What follows belongs to an exercise in optimizing a design on an open flow for small area; a production flow would make more cautious choices.
Where RTL was checked, it was by simulation tests only, not by an equivalence proof against the original.
No activity file was given, so power comes from the tool's default toggle rates.

== P ==
==> module cpu16_core, before the edit <==
module cpu16_core #(
  parameter logic [11:0] RESET_PC = 12'h000
) (
  input  logic        CLOCK_50,
  input  logic        reset,
  input  logic [15:0] inst,
  output logic [11:0] pc,
  output logic        retire,
  output logic        halted,
  input  logic [3:0]  dbg_sel,
  output logic [15:0] dbg_data
);
  localparam logic [2:0] CLR = 3'd0, FETCH = 3'd1, EX = 3'd2, SLTW = 3'd3, HALT = 3'd4;
  logic [2:0]  st;
  logic [3:0]  ph;
  logic [15:0] rf [1:15];
  logic [15:0] hi, t;
  logic        c, bd;
  wire [3:0] op = inst[15:12];
  wire [3:0] rc = inst[11:8];
  wire [3:0] ra = inst[7:4];
  wire [3:0] rb = inst[3:0];
  wire s_clr   = st == CLR;
  wire s_fetch = st == FETCH;
  wire s_ex    = st == EX;
  wire s_sltw  = st == SLTW;
  wire last    = ph == 4'd15;
  wire op_sub = op == 4'h1;
  wire op_slt = op == 4'h5;
  wire op_shl = op == 4'h6;
  wire op_shr = op == 4'h7;
  wire op_mul = op == 4'h9;
  wire op_beq = op == 4'hB;
  assign halted = st == HALT;
  wire       tload = s_fetch & (ph == 4'd14);
  wire [3:0] bsel  = op_beq ? rc : rb;
  wire [3:0] psel  = halted ? dbg_sel : (tload ? ra : bsel);
  wire [15:1] oh;
  for (genvar i = 1; i < 16; i++) begin : g_oh
    assign oh[i] = psel == 4'(i);
  end
  wire [15:0] pm;
  for (genvar b = 0; b < 16; b++) begin : g_pm
    wire [4:0] g;
    for (genvar k = 0; k < 5; k++) begin : g_k
      cpu16_aoi222 u_aoi (
        .a0(oh[3*k+1]), .b0(rf[3*k+1][b]),
        .a1(oh[3*k+2]), .b1(rf[3*k+2][b]),
        .a2(oh[3*k+3]), .b2(rf[3*k+3][b]),
        .y(g[k]));
    end
    cpu16_nand5 u_nand (.a(g), .y(pm[b]));
  end
  wire [15:0] r0, r1, r2;
  for (genvar i = 0; i < 16; i++) begin : g_rot
    cpu16_mux2i u0 (.a(pm[i]), .b(pm[(i + 15) % 16]), .s(ph[0]), .y(r0[i]));
    cpu16_mux2i u1 (.a(r0[i]), .b(r0[(i + 14) % 16]), .s(ph[1]), .y(r1[i]));
    cpu16_mux2i u2 (.a(r1[i]), .b(r1[(i + 12) % 16]), .s(ph[2]), .y(r2[i]));
    cpu16_mux2i u3 (.a(r2[i]), .b(r2[(i + 8) % 16]), .s(ph[3]), .y(dbg_data[i]));
  end
  wire bnext = pm[1];
  wire       shl   = op_shl;
  wire [3:0] kk    = (op_shl | op_shr) ? inst[3:0] : 4'd0;
  wire [4:0] idx5  = {1'b0, ph} + {1'b0, shl ? ~kk : kk} + {4'd0, shl};
  wire       amask = shl ? idx5[4] : ~idx5[4];
  wire       x_t   = t[idx5[3:0]] & amask;
  wire op_addi = op == 4'h8;
  wire op_li   = op == 4'hD;
  logic imm;
  always_comb begin
    if (op_li) imm = ph[3] ? inst[7] : inst[ph[2:0]];
    else       imm = ph[3:2] == 2'b00 ? inst[ph[1:0]] : 1'b0;
  end
  wire x    = op_li ? 1'b0 : x_t;
  wire y    = (op_addi | op_li) ? imm : bd;
  wire flip = op_slt & last;             
  wire xx   = x ^ flip;
  wire yy   = y ^ (op_sub | op_slt) ^ flip;
  wire cin  = (ph == 4'd0) ? (op_sub | op_slt) : c;
  wire sum  = xx ^ yy ^ cin;
  wire cout = (xx & yy) | (xx & cin) | (yy & cin);
  wire zacc = ((ph == 4'd0) ? 1'b0 : c) | bd;
  wire        mstep = s_ex & op_mul;
  wire [15:0] acc   = {hi[15:1], hi[0] & ~(mstep & ph == 4'd0)};
  wire [15:0] pp    = (mstep & bd) ? t : 16'd0;
  wire [16:0] s17   = {1'b0, acc} + {1'b0, pp};
  wire        hclr  = s_clr | (s_fetch & op_mul & ph != 4'd0);
  wire        htop  = mstep ? s17[16] : (hclr ? 1'b0 : hi[0]);
  logic wbit, wen;
  always_comb begin
    wbit = 1'b0;
    case (op)
      4'h0, 4'h1, 4'h8, 4'hD: wbit = sum;
      4'h2: wbit = x & y;
      4'h3: wbit = x | y;
      4'h4: wbit = x ^ y;
      4'h5: wbit = (ph == 4'd0) & ~c;
      4'h6, 4'h7: wbit = x;
      4'h9: wbit = s17[0];
      4'hA: wbit = hi[0];
      default: wbit = 1'b0;
    endcase
    if (s_clr) wbit = 1'b0;
    wen = s_ex & (op <= 4'hA) & ~op_slt | s_ex & op_li | s_sltw;
  end
  wire fin = last & (s_ex & ~op_slt | s_sltw);
  assign retire = fin;
  wire        jump  = op == 4'hC | op_beq & ~zacc;
  wire [11:0] pc_nx = reset ? RESET_PC : jump ? {op_beq ? 4'h0 : inst[11:8], inst[7:0]} : pc + 12'd1;
  wire        pc_en = reset | fin & (op != 4'hF);
  always_ff @(posedge CLOCK_50) begin
    ph <= reset ? 4'd0 : ph + 4'd1;
    c  <= op_beq ? zacc : cout;
    bd <= bnext;
    hi <= {htop, s17[15:1]};
    if (tload) t <= {pm[1:0], pm[15:2]};
    for (int i = 1; i < 16; i++)
      rf[i] <= {(s_clr | wen & rc == 4'(i)) ? wbit : rf[i][0], rf[i][15:1]};
    if (pc_en) pc <= pc_nx;
    if (reset) begin
      st <= CLR;
    end else if (last) begin
      case (st)
        CLR:   st <= FETCH;
        FETCH: st <= EX;
        EX:    st <= op_slt ? SLTW : (op == 4'hF ? HALT : FETCH);
        SLTW:  st <= FETCH;
        default: st <= HALT;
      endcase
    end
  end
endmodule
export LEC_CHECK = 0
export CAP_MARGIN = 20
export CORE_MARGIN = 2
export CORE_UTILIZATION = 60
export CTS_BUF_LIST = sky130_fd_sc_hd__clkbuf_8
export CTS_CLUSTER_DIAMETER = 40
export CTS_CLUSTER_SIZE = 16
export SLEW_MARGIN = 20
export SYNTH_HIERARCHICAL = 1
export SYNTH_MINIMUM_KEEP_SIZE = 0
create_clock -name core_clock -period 10.0 [get_ports {CLOCK_50}]
run.sh (not shown) runs the stock make flow with config.mk's settings and CLKGATE_MAP_FILE= SYNTH_SCRIPT=/design/flow/synth_recipe.tcl, a recipe that flattens the netlist after the stock synthesis.
Inputs modified between P and Q:
--- a/flow/design.v
+++ b/flow/design.v
@@ -105,9 +105,6 @@
   end
   wire fin = last & (s_ex & ~op_slt | s_sltw);
   assign retire = fin;
-  wire        jump  = op == 4'hC | op_beq & ~zacc;
-  wire [11:0] pc_nx = reset ? RESET_PC : jump ? {op_beq ? 4'h0 : inst[11:8], inst[7:0]} : pc + 12'd1;
-  wire        pc_en = reset | fin & (op != 4'hF);
   always_ff @(posedge CLOCK_50) begin
     ph <= reset ? 4'd0 : ph + 4'd1;
     c  <= op_beq ? zacc : cout;
@@ -116,9 +113,9 @@
     if (tload) t <= {pm[1:0], pm[15:2]};
     for (int i = 1; i < 16; i++)
       rf[i] <= {(s_clr | wen & rc == 4'(i)) ? wbit : rf[i][0], rf[i][15:1]};
-    if (pc_en) pc <= pc_nx;
     if (reset) begin
       st <= CLR;
+      pc <= RESET_PC;
     end else if (last) begin
       case (st)
         CLR:   st <= FETCH;
@@ -127,6 +124,11 @@
         SLTW:  st <= FETCH;
         default: st <= HALT;
       endcase
+      if (fin) begin
+        if (op_beq) pc <= ~zacc ? {4'h0, inst[7:0]} : pc + 12'd1;
+        else if (op == 4'hC) pc <= inst[11:0];
+        else if (op != 4'hF) pc <= pc + 12'd1;
+      end
     end
   end
 endmodule
Findings:
[compare] base=P new=Q: combinational share of power lost 0.9 points, ratio of final minimum period to clock period moved up, sequential share of layout area moved down. Final critical-path required period (lower): P. Of Q and P, Q shows the higher detailed-routed wire length on met2, with P below it. Maximum VDD drop (Q vs. P) increases by a few percent. In the reports for Q and P, the larger sequential standard cell area belongs to P. Taking P as the reference, in Q setup slack down 0.073 ns, final instance area rose 0.52%. Looking at cell with the largest stage delay on the worst path, the sky130_fd_sc_hd__clkdlybuf4s50_1 result is from Q; the sky130_fd_sc_hd__mux2i_1 one comes from P. Q and P ended up with roughly the same cell area after synthesis. Compared to P, Q reaches a lower achievable clock. Re growth of design area from synthesis to finish: P was lower than Q.
The RTL of Q was laid out without a check of its function.

* * *

cpu16_core again, from the RTL that the note above started with.
// cpu16_core
module cpu16_core #(
  parameter logic [11:0] RESET_PC = 12'h000
) (
  input  logic        CLOCK_50,
  input  logic        reset,
  input  logic [15:0] inst,
  output logic [11:0] pc,
  output logic        retire,
  output logic        halted,
  input  logic [3:0]  dbg_sel,
  output logic [15:0] dbg_data
);
export LEC_CHECK = 0
export CAP_MARGIN = 20
export CORE_MARGIN = 2
export CORE_UTILIZATION = 60
export SLEW_MARGIN = 20
export SYNTH_HIERARCHICAL = 1
export SYNTH_MINIMUM_KEEP_SIZE = 0
create_clock -name core_clock -period 10.0 [get_ports {CLOCK_50}]
standard.sh (not shown) runs the stock make flow with config.mk's settings and CLKGATE_MAP_FILE= SYNTH_SCRIPT=/design/flow/synth_recipe.tcl, a recipe that flattens the netlist after the stock synthesis.
==> flow/flow/run.sh <==
#!/bin/bash
set -euo pipefail
cd "$(dirname "$0")/.."
mkdir -p tmp
export TMPDIR="$PWD/tmp"
export CTS_ARGS="-sink_clustering_enable -repair_clock_nets -dont_use_dummy_load -sink_clustering_size 30 -sink_clustering_max_diameter 80 -buf_list sky130_fd_sc_hd__clkbuf_16 -root_buf sky130_fd_sc_hd__clkbuf_4 -tree_buf sky130_fd_sc_hd__clkbuf_4"
export BUFFER_PORTS_ARGS="-buffer_cell sky130_fd_sc_hd__buf_1"
bash standard.sh > standard.log 2>&1
rm -rf tmp
The baseline completed without violations.
Edit:
--- a/flow/design.v
+++ b/flow/design.v
@@ -34,11 +34,17 @@
   assign halted = st == HALT;
   wire       tload = s_fetch & (ph == 4'd14);
   wire [3:0] bsel  = op_beq ? rc : rb;
   wire [3:0] psel  = halted ? dbg_sel : (tload ? ra : bsel);
+  wire [3:0] psel_n, lo_n, hi_n;
   wire [15:1] oh;
+  for (genvar k = 0; k < 4; k++) begin : g_pre
+    cpu16_inv   u_i (.a(psel[k]), .y(psel_n[k]));
+    cpu16_nand2 u_l (.a(k[0] ? psel[0] : psel_n[0]), .b(k[1] ? psel[1] : psel_n[1]), .y(lo_n[k]));
+    cpu16_nand2 u_h (.a(k[0] ? psel[2] : psel_n[2]), .b(k[1] ? psel[3] : psel_n[3]), .y(hi_n[k]));
+  end
   for (genvar i = 1; i < 16; i++) begin : g_oh
-    assign oh[i] = psel == 4'(i);
+    cpu16_nor2 u_o (.a(lo_n[i % 4]), .b(hi_n[i / 4]), .y(oh[i]));
   end
   wire [15:0] pm;
   for (genvar b = 0; b < 16; b++) begin : g_pm
     wire [4:0] g;
@@ -82,9 +88,15 @@
   wire zacc = ((ph == 4'd0) ? 1'b0 : c) | bd;
   wire        mstep = s_ex & op_mul;
   wire [15:0] acc   = {hi[15:1], hi[0] & ~(mstep & ph == 4'd0)};
   wire [15:0] pp    = (mstep & bd) ? t : 16'd0;
-  wire [16:0] s17   = {1'b0, acc} + {1'b0, pp};
+  wire [16:0] s17;
+  wire [16:0] cy;
+  assign cy[0] = 1'b0;
+  for (genvar i = 0; i < 16; i++) begin : g_add
+    cpu16_fa u_fa (.a(acc[i]), .b(pp[i]), .ci(cy[i]), .s(s17[i]), .co(cy[i+1]));
+  end
+  assign s17[16] = cy[16];
   wire        hclr  = s_clr | (s_fetch & op_mul & ph != 4'd0);
   wire        htop  = mstep ? s17[16] : (hclr ? 1'b0 : hi[0]);
   logic wbit, wen;
   always_comb begin
@@ -147,4 +159,28 @@
   output logic y
 );
   assign y = ~(s ? b : a);
 endmodule
+module cpu16_inv (
+  input  logic a,
+  output logic y
+);
+  assign y = ~a;
+endmodule
+module cpu16_nand2 (
+  input  logic a, b,
+  output logic y
+);
+  assign y = ~(a & b);
+endmodule
+module cpu16_nor2 (
+  input  logic a, b,
+  output logic y
+);
+  assign y = ~(a | b);
+endmodule
+module cpu16_fa (
+  input  logic a, b, ci,
+  output logic s, co
+);
+  assign {co, s} = a + b + ci;
+endmodule
Final cell count fell by a few percent.
Cell area fell by a few percent.
Die area fell by a few percent.
Core utilization fell by 1.3 points.
Global-route usage fell by 0.35 points.
Worst hold slack degrades by 0.058 ns.
Maximum frequency fell by a little under a tenth.
Sequential share of layout area rose by 2.0 points.
Non-clock buffer count fell by 4.
Count of clock-buffer cells in the layout rose by 1.
Power stays flat.
Register-to-register slack degrades by 3.1 ns.

[what the ideal ports hide]
No port has a modelled driver above. Below, the same layouts with a new extraction and two added sets of constraints. Step 1 sets driving cells, clkbuf_16 on the clock port and buf_2 on the other inputs (assumed; they add their load-dependent delay and slew). Step 2 moves the port delays by t, midway between the first and last clock arrival at a register: inputs arrive t later, outputs are due t later. That takes back most of the time a late clock gives input paths. a / b / c = ideal / step 1 / step 2; a / b = the first two.
run	t (ns)	slack for setup (ns)	worst setup path after step 2	worst register clock-pin slew, ns	worst slew at a driven data input, ns
P	0.622	1.029 / 1.004 / 1.004	input to output	0.10 / 0.10	0.03
Q	0.635	0.956 / 0.929 / 0.929	input to output	0.10 / 0.10	0.04
the first run of note 2	0.655	1.723 / 1.697 / 1.697	input to output	0.11 / 0.11	0.04
the second run of note 2	0.661	1.096 / 1.112 / 0.451	input to register	0.11 / 0.11	0.04
After both steps setup and hold are still met in every run listed. For the second run of note 2, which loses most, drivers alone change the setup slack by +0.016 ns; drivers and shift together by -0.645 ns.
